Background: an optimization exercise with open tools, aiming at small area and a short achievable clock period. Do not read the settings as production practice. The RTL was checked by simulation tests, not by an equivalence proof against the original design. Power and IR drop assume default switching activity.

==> flow/design.v (outline; a module is shown in full before it is edited, if it fits) <==
// module mul32: 5875 lines
module mul32 (
    input  logic        clk,
    input  logic        rst,
    input  logic        in_valid,
    input  logic [31:0] a,
    input  logic [31:0] b,
    output logic        out_valid,
    output logic [31:0] hi,
    output logic [31:0] lo
);
  // ...
==> flow/flow/run.sh <==
#!/bin/bash
# Standard ORFS layout, with one netlist pass between synthesis and floorplan:
# invopt.py removes inverters between full-adder cells (a full adder is
# self-dual, so a cell can take complemented inputs and give complemented
# outputs). nleq.py compares the two netlists on random vectors; if they differ,
# the standard netlist is used unchanged.
set -uo pipefail
R=orfs/results/sky130hd/mul32/base
bash standard.sh synth > synth.log 2>&1 || exit 1
cp $R/1_2_yosys.v $R/1_2_yosys_std.v
if python3 flow/invopt.py $R/1_2_yosys_std.v $R/1_2_yosys_opt.v > invopt.log 2>&1 &&
   python3 flow/nleq.py $R/1_2_yosys_std.v $R/1_2_yosys_opt.v > nleq.log 2>&1 &&
   grep -q "mismatches 0 " nleq.log; then
  cp $R/1_2_yosys_opt.v $R/1_2_yosys.v
  rm -f $R/1_synth.odb $R/1_synth.sdc
  bash standard.sh synth > synth2.log 2>&1 || exit 1
else
  echo "invopt not used" >> invopt.log
fi
# port buffers: a plain buf_2 on every input and output port instead of the
# delay buffer buffer_ports picks by default
export BUFFER_PORTS_ARGS="-buffer_cell sky130_fd_sc_hd__buf_2"
bash standard.sh > finish.log 2>&1
==> flow/flow/invopt.py <==
#!/usr/bin/env python3
"""Remove inverters between full-adder cells of a flat sky130 netlist.

A full adder is self-dual: FA(~a, ~b, ~c) = (~sum, ~carry). Yosys's extract_fa
leaves many inverters between adder cells; this pass picks, for each fa cell,
whether to use it as is or with all its pins complemented, so that as few
signals as possible need an inverter, then rewrites the netlist. Registers and
every other cell are left as they are.

usage: invopt.py IN.v OUT.v
"""
import re, sys, random

src = open(sys.argv[1]).read()
m = re.search(r'^\s*(module\s+(\w+)\s*\(.*?\);)', src, re.S | re.M)
top = m.group(2)

inst_re = re.compile(r'^\s*(sky130_fd_sc_hd__\w+)\s+(\S+)\s*\((.*?)\);\s*$', re.S | re.M)
pin_re = re.compile(r'\.(\w+)\(([^()]*)\)')
OUT_PINS = {'X', 'Y', 'Q', 'Q_N', 'SUM', 'COUT', 'HI', 'LO'}

insts = []  # [type, name, [(pin, net)]]
for mm in inst_re.finditer(src):
    conns = [(p, n.strip()) for p, n in pin_re.findall(mm.group(3))]
    insts.append([mm.group(1), mm.group(2), conns, mm.start(), mm.end()])

ports_out = set()
ports_in = set()
hdr_end = insts[0][3]
for d in re.finditer(r'^\s*(input|output)\s+(\[(\d+):(\d+)\]\s+)?(\w+);', src[:hdr_end], re.M):
    nm = d.group(5)
    if d.group(2):
        hi_, lo_ = int(d.group(3)), int(d.group(4))
        bits = ['%s[%d]' % (nm, i) for i in range(min(hi_, lo_), max(hi_, lo_) + 1)]
    else:
        bits = [nm]
    (ports_out if d.group(1) == 'output' else ports_in).update(bits)

driver = {}
loads = {}
for k, (t, n, conns, _, _) in enumerate(insts):
    for p, net in conns:
        if p in OUT_PINS:
            driver[net] = (k, p)
        else:
            loads.setdefault(net, []).append((k, p))

def is_inv(k):
    t = insts[k][0]
    return re.match(r'sky130_fd_sc_hd__(clk)?inv_\d+$', t) is not None

def is_fa(k):
    return re.match(r'sky130_fd_sc_hd__fa_\d+$', insts[k][0]) is not None

# inverters we may remove: output not a port
removable = set()
for k in range(len(insts)):
    if is_inv(k):
        y = dict(insts[k][2])['Y']
        if y not in ports_out:
            removable.add(k)

def root(net):
    """(signal net, polarity) after looking through removable inverters"""
    pol = 0
    seen = 0
    while net in driver and driver[net][0] in removable and seen < 10:
        k = driver[net][0]
        net = dict(insts[k][2])['A']
        pol ^= 1
        seen += 1
    return net, pol

def is_x(k):
    return re.match(r'sky130_fd_sc_hd__x(n)?or2_1$', insts[k][0]) is not None

fas = [k for k in range(len(insts)) if is_fa(k) or is_x(k)]
fa_idx = {k: i for i, k in enumerate(fas)}
flip = [0] * len(fas)

# every real (non removable inverter) load pin: (signal, polarity, load inst)
sig_loads = {}
for net, ls in loads.items():
    s, p = root(net)
    for (k, pin) in ls:
        if k in removable:
            continue
        sig_loads.setdefault(s, []).append((k, pin, p))
for pn in ports_out:
    if pn in driver and driver[pn][0] in removable:
        pass  # cannot happen: such inverters are not removable
    # a port is a fixed load of its own net
for pn in ports_out:
    s, p = root(pn)
    if s != pn:
        sig_loads.setdefault(s, []).append((-1, pn, p))

def drv_flip(s):
    if s in driver:
        k = driver[s][0]
        if k in fa_idx:
            return flip[fa_idx[k]]
    return 0

def load_flip(k):
    if k >= 0 and k in fa_idx and is_fa(k):
        return flip[fa_idx[k]]
    return 0

def sig_cost(s):
    df = drv_flip(s)
    for (k, pin, p) in sig_loads.get(s, ()):
        if p ^ load_flip(k) != df:
            return 1
    return 0

fa_sigs = []
for k in fas:
    c = dict(insts[k][2])
    ss = set()
    if is_fa(k):
        for pin in ('A', 'B', 'CIN'):
            ss.add(root(c[pin])[0])
        for pin in ('SUM', 'COUT'):
            ss.add(c[pin])
    else:
        ss.add(c['Y'] if 'Y' in c else c['X'])
    fa_sigs.append(list(ss))

all_sigs = set(sig_loads)
cost0 = sum(sig_cost(s) for s in all_sigs)
import math
rng = random.Random(1)
n = len(fas)
cur = cost0
best = cur
best_flip = list(flip)
steps = 400000
for st in range(steps):
    temp = 2.0 * (1 - st / steps) + 0.01
    i = rng.randrange(n)
    ss = fa_sigs[i]
    before = sum(sig_cost(s) for s in ss)
    flip[i] ^= 1
    after = sum(sig_cost(s) for s in ss)
    d = after - before
    if d <= 0 or rng.random() < math.exp(-d / temp):
        cur += d
        if cur < best:
            best = cur
            best_flip = list(flip)
    else:
        flip[i] ^= 1
flip[:] = best_flip
cost1 = sum(sig_cost(s) for s in all_sigs)

# ---------------------------------------------------------------- rewrite
new_conns = {}   # inst index -> list of (pin, net)
inv_of = {}      # signal -> net carrying its complement
new_insts = []
new_wires = []
kept_inv = set()
cnt = [0]

def complement(s):
    if s in inv_of:
        return inv_of[s]
    # reuse an existing removable inverter whose input is s
    for (k, pin) in loads.get(s, ()):
        if k in removable and k not in kept_inv:
            kept_inv.add(k)
            inv_of[s] = dict(insts[k][2])['Y']
            return inv_of[s]
    cnt[0] += 1
    y = '_invopt_%d_' % cnt[0]
    new_wires.append(y)
    new_insts.append('  sky130_fd_sc_hd__inv_1 _invopt_i%d_ (\n    .A(%s),\n    .Y(%s)\n  );\n' % (cnt[0], s + ' ' if s.startswith('\\') else s, y))
    inv_of[s] = y
    return y

for k, (t, n, conns, _, _) in enumerate(insts):
    if k in removable:
        continue
    out = []
    for pin, net in conns:
        if pin in OUT_PINS:
            out.append((pin, net))
            continue
        s, p = root(net)
        need = p ^ load_flip(k)
        have = drv_flip(s)
        out.append((pin, s if need == have else complement(s)))
    new_conns[k] = out
# ports driven through removed inverters cannot occur (those inverters are kept)

# kept inverters: rewire their input to the signal itself
for k in kept_inv:
    c = dict(insts[k][2])
    s = None
    for ss, y in inv_of.items():
        if y == c['Y']:
            s = ss
    new_conns[k] = [('A', s), ('Y', c['Y'])]

# check: complement nets must carry ~signal in the new netlist, so the signal's
# driver must be unflipped relative to... a signal's net carries v ^ drv_flip; its
# inverter carries ~(v ^ drv_flip): loads asking for the other polarity get it.

res = []
pos = 0
for k, (t, n, conns, st, en) in enumerate(insts):
    res.append(src[pos:st])
    pos = en
    if k in removable and k not in kept_inv:
        continue
    if k in fa_idx and is_x(k) and flip[fa_idx[k]]:
        if 'xnor2' in t:
            t = t.replace('xnor2', 'xor2')
            new_conns[k] = [('X' if p == 'Y' else p, q) for p, q in new_conns[k]]
        else:
            t = t.replace('xor2', 'xnor2')
            new_conns[k] = [('Y' if p == 'X' else p, q) for p, q in new_conns[k]]
    body = ',\n'.join('    .%s(%s)' % (p, q + ' ' if q.startswith('\\') else q) for p, q in new_conns[k])
    res.append('\n  %s %s (\n%s\n  );' % (t, n, body))
tail = src[pos:]
res.append(tail.replace('endmodule', ''.join(new_insts) + 'endmodule', 1))
out = ''.join(res)
# declare new wires after the module header declarations
decl = ''.join('  wire %s;\n' % w for w in new_wires)
i = out.index(';', out.index('module ' + top)) + 1
out = out[:i] + '\n' + decl + out[i:]
open(sys.argv[2], 'w').write(out)
ninv0 = sum(1 for k in range(len(insts)) if is_inv(k))
print('invopt: %d fa cells, %d inverters before; signals needing an inverter %d -> %d; %d inverters now' % (
    len(fas), ninv0, cost0, cost1, ninv0 - len(removable) + len(kept_inv) + cnt[0]))
==> flow/flow/nleq.py <==
#!/usr/bin/env python3
"""random-vector equivalence of two flat sky130 netlists (flops cut: Q free, D compared)"""
import re, sys, random
LIB='/OpenROAD-flow-scripts/flow/platforms/sky130hd/lib/sky130_fd_sc_hd__tt_025C_1v80.lib'
lib=open(LIB).read()
funcs={}
for m in re.finditer(r'\n    cell \("(sky130_fd_sc_hd__\w+)"\)',lib):
    name=m.group(1); st=m.end(); en=lib.find('\n    cell (',st)
    body=lib[st:en]
    fs={}
    for pm in re.finditer(r'pin \("(\w+)"\) \{(.*?)\n        \}',body,re.S):
        fm=re.search(r'function : "(.*?)"',pm.group(2))
        if fm: fs[pm.group(1)]=fm.group(1)
    funcs[name]=fs
def topy(f):
    f=f.replace('!','~').replace('*','&').replace('+','|')
    f=re.sub(r'\)\s+\(',')&(',f)
    f=re.sub(r'(\w)\s+(\w)',r'\1&\2',f); f=re.sub(r'(\w)\s+(\w)',r'\1&\2',f)
    f=re.sub(r'(\w)\s+\(',r'\1&(',f); f=re.sub(r'\)\s+(\w)',r')&\1',f)
    return f
inst_re=re.compile(r'^\s*(sky130_fd_sc_hd__\w+)\s+(\S+)\s*\((.*?)\);',re.S|re.M)
pin_re=re.compile(r'\.(\w+)\(([^()]*)\)')
def load(fn):
    t=open(fn).read(); cells=[]
    for m in inst_re.finditer(t):
        cells.append((m.group(1),m.group(2),{p:n.strip() for p,n in pin_re.findall(m.group(3))}))
    return cells
NV=256
M=(1<<NV)-1
def run(cells,seed):
    rng=random.Random(seed)
    val={}
    def g(n):
        if n not in val:
            if n=="1'h0" or n=="1'b0": val[n]=0
            elif n=="1'h1" or n=="1'b1": val[n]=M
            else: val[n]=rng.getrandbits(NV)  # primary input or flop Q
        return val[n]
    # flop outputs / inputs are random keyed by net name, deterministic via sorted order
    drv={}
    for c in cells:
        f=funcs[c[0]]
        for p in f:
            if p in c[2]: drv[c[2][p]]=c
    # seed free nets deterministically by name
    free=set()
    for c in cells:
        if 'dfxtp' in c[0] or 'conb' in c[0]: 
            for p in ('Q',): 
                if p in c[2]: free.add(c[2][p])
        for p,n in c[2].items():
            if n not in drv: free.add(n)
    for n in sorted(free):
        val[n]=random.Random(hash((n,seed))&0xffffffff).getrandbits(NV) if not n.startswith("1'") else (0 if n.endswith('0') else M)
    for c in cells:
        if 'conb' in c[0]:
            val[c[2].get('HI','_')]=M; val[c[2].get('LO','_')]=0
    sys.setrecursionlimit(100000)
    def ev(n):
        if n in val: return val[n]
        c=drv[n]
        f=funcs[c[0]]
        for p,fn in f.items():
            if c[2].get(p)==n:
                env={pp:ev(nn) for pp,nn in c[2].items() if pp not in f}
                r=eval(topy(fn),{},env)&M
                val[n]=r; return r
    outs={}
    for c in cells:
        if 'dfxtp' in c[0]: outs['D:'+c[1]]=ev(c[2]['D'])
    return outs,ev,val
a=load(sys.argv[1]); b=load(sys.argv[2])
oa,eva,va=run(a,1); ob,evb,vb=run(b,1)
# outputs: ports
import itertools
ports=[n for n in va if n.startswith('hi[') or n.startswith('lo[')]
bad=[k for k in oa if oa[k]!=ob.get(k)]
for pn in set(re.findall(r'\b(hi\[\d+\]|lo\[\d+\]|out_valid)',open(sys.argv[1]).read())):
    try:
        if eva(pn)!=evb(pn): bad.append(pn)
    except Exception as e: pass
print('compared',len(oa),'flop inputs; mismatches',len(bad),bad[:10])
==> flow/standard.sh <==
#!/bin/bash
# synth_recipe.tcl (not shown) runs the flow's synth.tcl, then flattens the netlist and writes it again
# the make line also repeats each setting of config.mk as NAME=value (left out here)
make -C /OpenROAD-flow-scripts/flow DESIGN_CONFIG=/design/flow/config.mk WORK_HOME=/design/flow/orfs CLKGATE_MAP_FILE= SYNTH_SCRIPT=/design/flow/synth_recipe.tcl "${@:-finish}"
==> flow/config.mk <==
export PLATFORM = sky130hd
export DESIGN_NAME = mul32
export DESIGN_NICKNAME = mul32
export VERILOG_FILES = /design/flow/design.v
export SDC_FILE = /design/flow/constraint.sdc
export NUM_CORES = 4
export LEC_CHECK = 0
export CAP_MARGIN = 20
export CORE_MARGIN = 2
export CORE_UTILIZATION = 45
export CTS_CLUSTER_DIAMETER = 100
export CTS_CLUSTER_SIZE = 26
export PLACE_DENSITY = 0.6
export SETUP_SLACK_MARGIN = 2.4
export SLEW_MARGIN = 60
==> flow/constraint.sdc <==
create_clock -name core_clock -period 5.0 [get_ports {clk}]
set_input_delay 1.0000 -clock core_clock [delete_from_list [all_inputs] [get_ports {clk}]]
set_output_delay 1.0000 -clock core_clock [all_outputs]
set_load 0.01 [all_outputs]
==> metrics.yaml, run 1 <==
fin_crit_sh_pct: 53.1
nClkBuffers: 40
use_met3_pct: 5.17
hold_end: "r3_sum2"
status: "finished clean"
final_antenna_net_count: 0
grt_use_total_pct: 25.2
clkPwrFrac_pct: 11.8
place_inst: 4072
cp_num_buf_inv: 3
dpl_cell_area_mm2: 0.0378
cts_resized: 45
cp_data_arrival_time_ns: 3.18
tap_cells: 1070
top_layer: "met5"
regToRegSetupSlack_ns: 2.35
dp.final_hpwl_um: 79800
grt_pass1_vias: 25014
drt_iter0_markers: 2449
io_pins: 132
area_delta_synth_final_pct: 6.24
clock-skew-final_ns: 0.0308
grt_max_degree: 33
slew_headroom_pct: 59.1
yosys_warnings: 1
hp-class: "register to register"
routed_wl_um: 107000
die_area_mm2: 0.0845
==> inputs of run 2 (changes only) <==
==> flow/config.mk (replaced) <==
export PLATFORM = sky130hd
export DESIGN_NAME = mul32
export DESIGN_NICKNAME = mul32
export VERILOG_FILES = /design/flow/design.v
export SDC_FILE = /design/flow/constraint.sdc
export NUM_CORES = 4
export LEC_CHECK = 0
export ABC_CLOCK_PERIOD_IN_PS = 2000
export CAP_MARGIN = 20
export CORE_MARGIN = 2
export CORE_UTILIZATION = 45
export PLACE_DENSITY = 0.6
export SETUP_SLACK_MARGIN = 2.25
export SLEW_MARGIN = 20
==> metrics.yaml, run 2 <==
routed_wl_um: 108000  # +0.94%
grt_pass1_wl_um: 162000
clock-root-buffer: "clkbuf_16"
grt_use_total_pct: 25.6  # +0.39 points
rsz0062_at_grt: "true"
whs_ns: 0.325
rows: 105
slew_headroom_pct: 23.4  # -36 points
gr-total-overflow: 0
required_ns: 5.51
cts_tree: "built"
drive_gt1_share_pct: 11.3
max-cap-violations: 0
cp_max_fo: 17
status: "finished clean"
leakage_uw: 0.0161
power_density_mw_per_mm2: 744
coreArea_mm2: 0.0817
die_area_mm2: 0.0845  # unchanged
post-place-ws_ns: 1.82
crit_path_end_kind: "register"
fin_crit_sh_pct: 55.3  # +2.3 points
cts_buffer_depth: 3
routabilityCongestion: 0.925
die_w_um: 291
largest-register: "vld"
hp-class: "register to register"
vdd_drop_max_uv: 356
cts_buffers: 73
cp_data_arrival_time_ns: 3.27  # +0.09 ns
vias: 23826
layout_common_cells: "652 x dfxtp_1, 477 x fa_1, 470 x xnor2_1"
cts.sinks: 671
clock-skew-final_ns: 0.0370  # +0.00622 ns
netlist_instances: 3191
wire_per_inst_um: 25.6
port_buffers: 131
postSynthNetCount: 3877
worstSetupPathType: "register to register"
initial_core_util_pct: 45.3
dp.final_hpwl_um: 79900  # +0.15%
largest_reg_flops: 4
finalHoldViolCount: 0
finalMaxSlewViolations: 0
grt_pass1_vias: 25400  # +1.5%
nets: 3774
htree_levels: 3
syn-cell-area_mm2: 0.0370
die_h_um: 291
io_pins: 132  # unchanged
drc: 0
antenna_found_initial: 7
setup_tns_ns: 0
drtPass1Iterations: 6
post_synth.cell_area_avg_um2: 11.6
worstMarginPinSlew_ns: 1.15
power_uw: 30200
dpl_cell_area_mm2: 0.0376  # -0.41%
finalSetupViolCount: 0
final_common_cell: "dfxtp_1"
via_per_inst: 5.65
fmax_mhz: 361
grt_max_degree: 33  # unchanged
insertion_delay_ns: 0.64
yosys_warnings: 1  # unchanged
min_period_ns: 2.77
setup_ws_ns: 2.23
clk_pin_slew_worst_paths_ns: 0.06
drt_iter0_markers: 2545  # +3.9%
final_antenna_net_count: 0  # unchanged
area_delta_synth_final_pct: 9.54
finalInstanceArea_mm2: 0.0405
start_kind: "register"
-- run 2: cell type report --
type / count / area [um^2]
repair buffers: 164 / 970
clock inverters: 39 / 532
clock buffers: 95 / 2050
fillers: 7261 / 41200
multi-input cells: 1976 / 21400
flip-flops and latches: 671 / 13500
diodes: 1 / 2.50
well taps: 1070 / 1340
inverters: 202 / 787
-- run 2: worst max-delay path, cell delays in order (launching register included) --
cell and delay, ns:
dfxtp_1 0.98, o22ai_1 0.23, xnor2_1 0.19, ha_1 0.34, fa_1 0.52, maj3_1 0.37
-- run 2: per-stage QoR --
stage / cells / utilization (%)
6_report: 4218 / 49.6
5_1_grt: 4218 / 49.6
4_1_cts: 4209 / 49.4
3_5_place_dp: 4071 / 46.0
3_3_place_gp: 4071 / 46.0
2_1_floorplan: 3191 / -
-- run 2: final timing paths --
| kind | startpoint | endpoint | slack [ns] | depth (start not counted) |
|---|---|---|---|---|
| worst max register to register | r1_btn2 | r2_c26_213 | 2.23 | 5 |
| worst max-delay path | r1_btn2 | r2_c26_213 | 2.23 | 5 |
| worst min-delay path | r2_hp63 | r3_hp63 | 0.33 | 0 |
| worst min register to register | r2_hp63 | r3_hp63 | 0.33 | 0 |
-- run 2: timing repair --
| item | CTS | global route |
|---|---|---|
| resized for setup | 20 | 26 |
| hold buffers | 0 | 0 |
| pin swaps | 6 | 12 |
| setup buffers | 4 | 8 |
| endpoints found under the hold margin | 0 | 0 |
| setup endpoints to repair | 57 | 24 |
-- run 2: metal layers --
layer | global-route usage (%) | up-vias | wire, um
met3 | 5.22 | 261 | 9390
met1 | 35.1 | 12054 | 45700
met4 | 9.47 | 12 | 4000
li1 | - | 10250 | -
met5 | 0 | - | 77
met2 | 40.2 | 1249 | 48700
-- run 2: where the power goes --
group | switching [uW] | total [uW] | leakage [uW] | internal [uW]
Sequential | 1450 | 9450 | 0.00565 | 8000
Combinational | 7860 | 14900 | 0.00922 | 7070
Clock | 2320 | 5770 | 0.00126 | 3450

## afterwards: timing with drivers on the ports
No port has a modelled driver above. Below, the same layouts with a new extraction and two added sets of constraints. Step 1 (the two cells are an assumption about what drives the block):
set clk [get_ports {clk}]
set_driving_cell -lib_cell sky130_fd_sc_hd__clkbuf_16 $clk
set_driving_cell -lib_cell sky130_fd_sc_hd__buf_2 [delete_from_list [all_inputs] $clk]
Step 2 also shifts input and output timing later by t, the mid clock arrival at the registers, as if the neighbouring blocks saw the same clock. Three values: no drivers, after step 1, after step 2; two values: the first two.
run	shift t [ns]	setup slack, ns	pins driven straight from the clock port
run 1	0.652	2.347 / 2.347 / 2.347	1
run 2	0.680	2.233 / 2.233 / 2.233	1
After both steps every run listed still meets setup and hold.
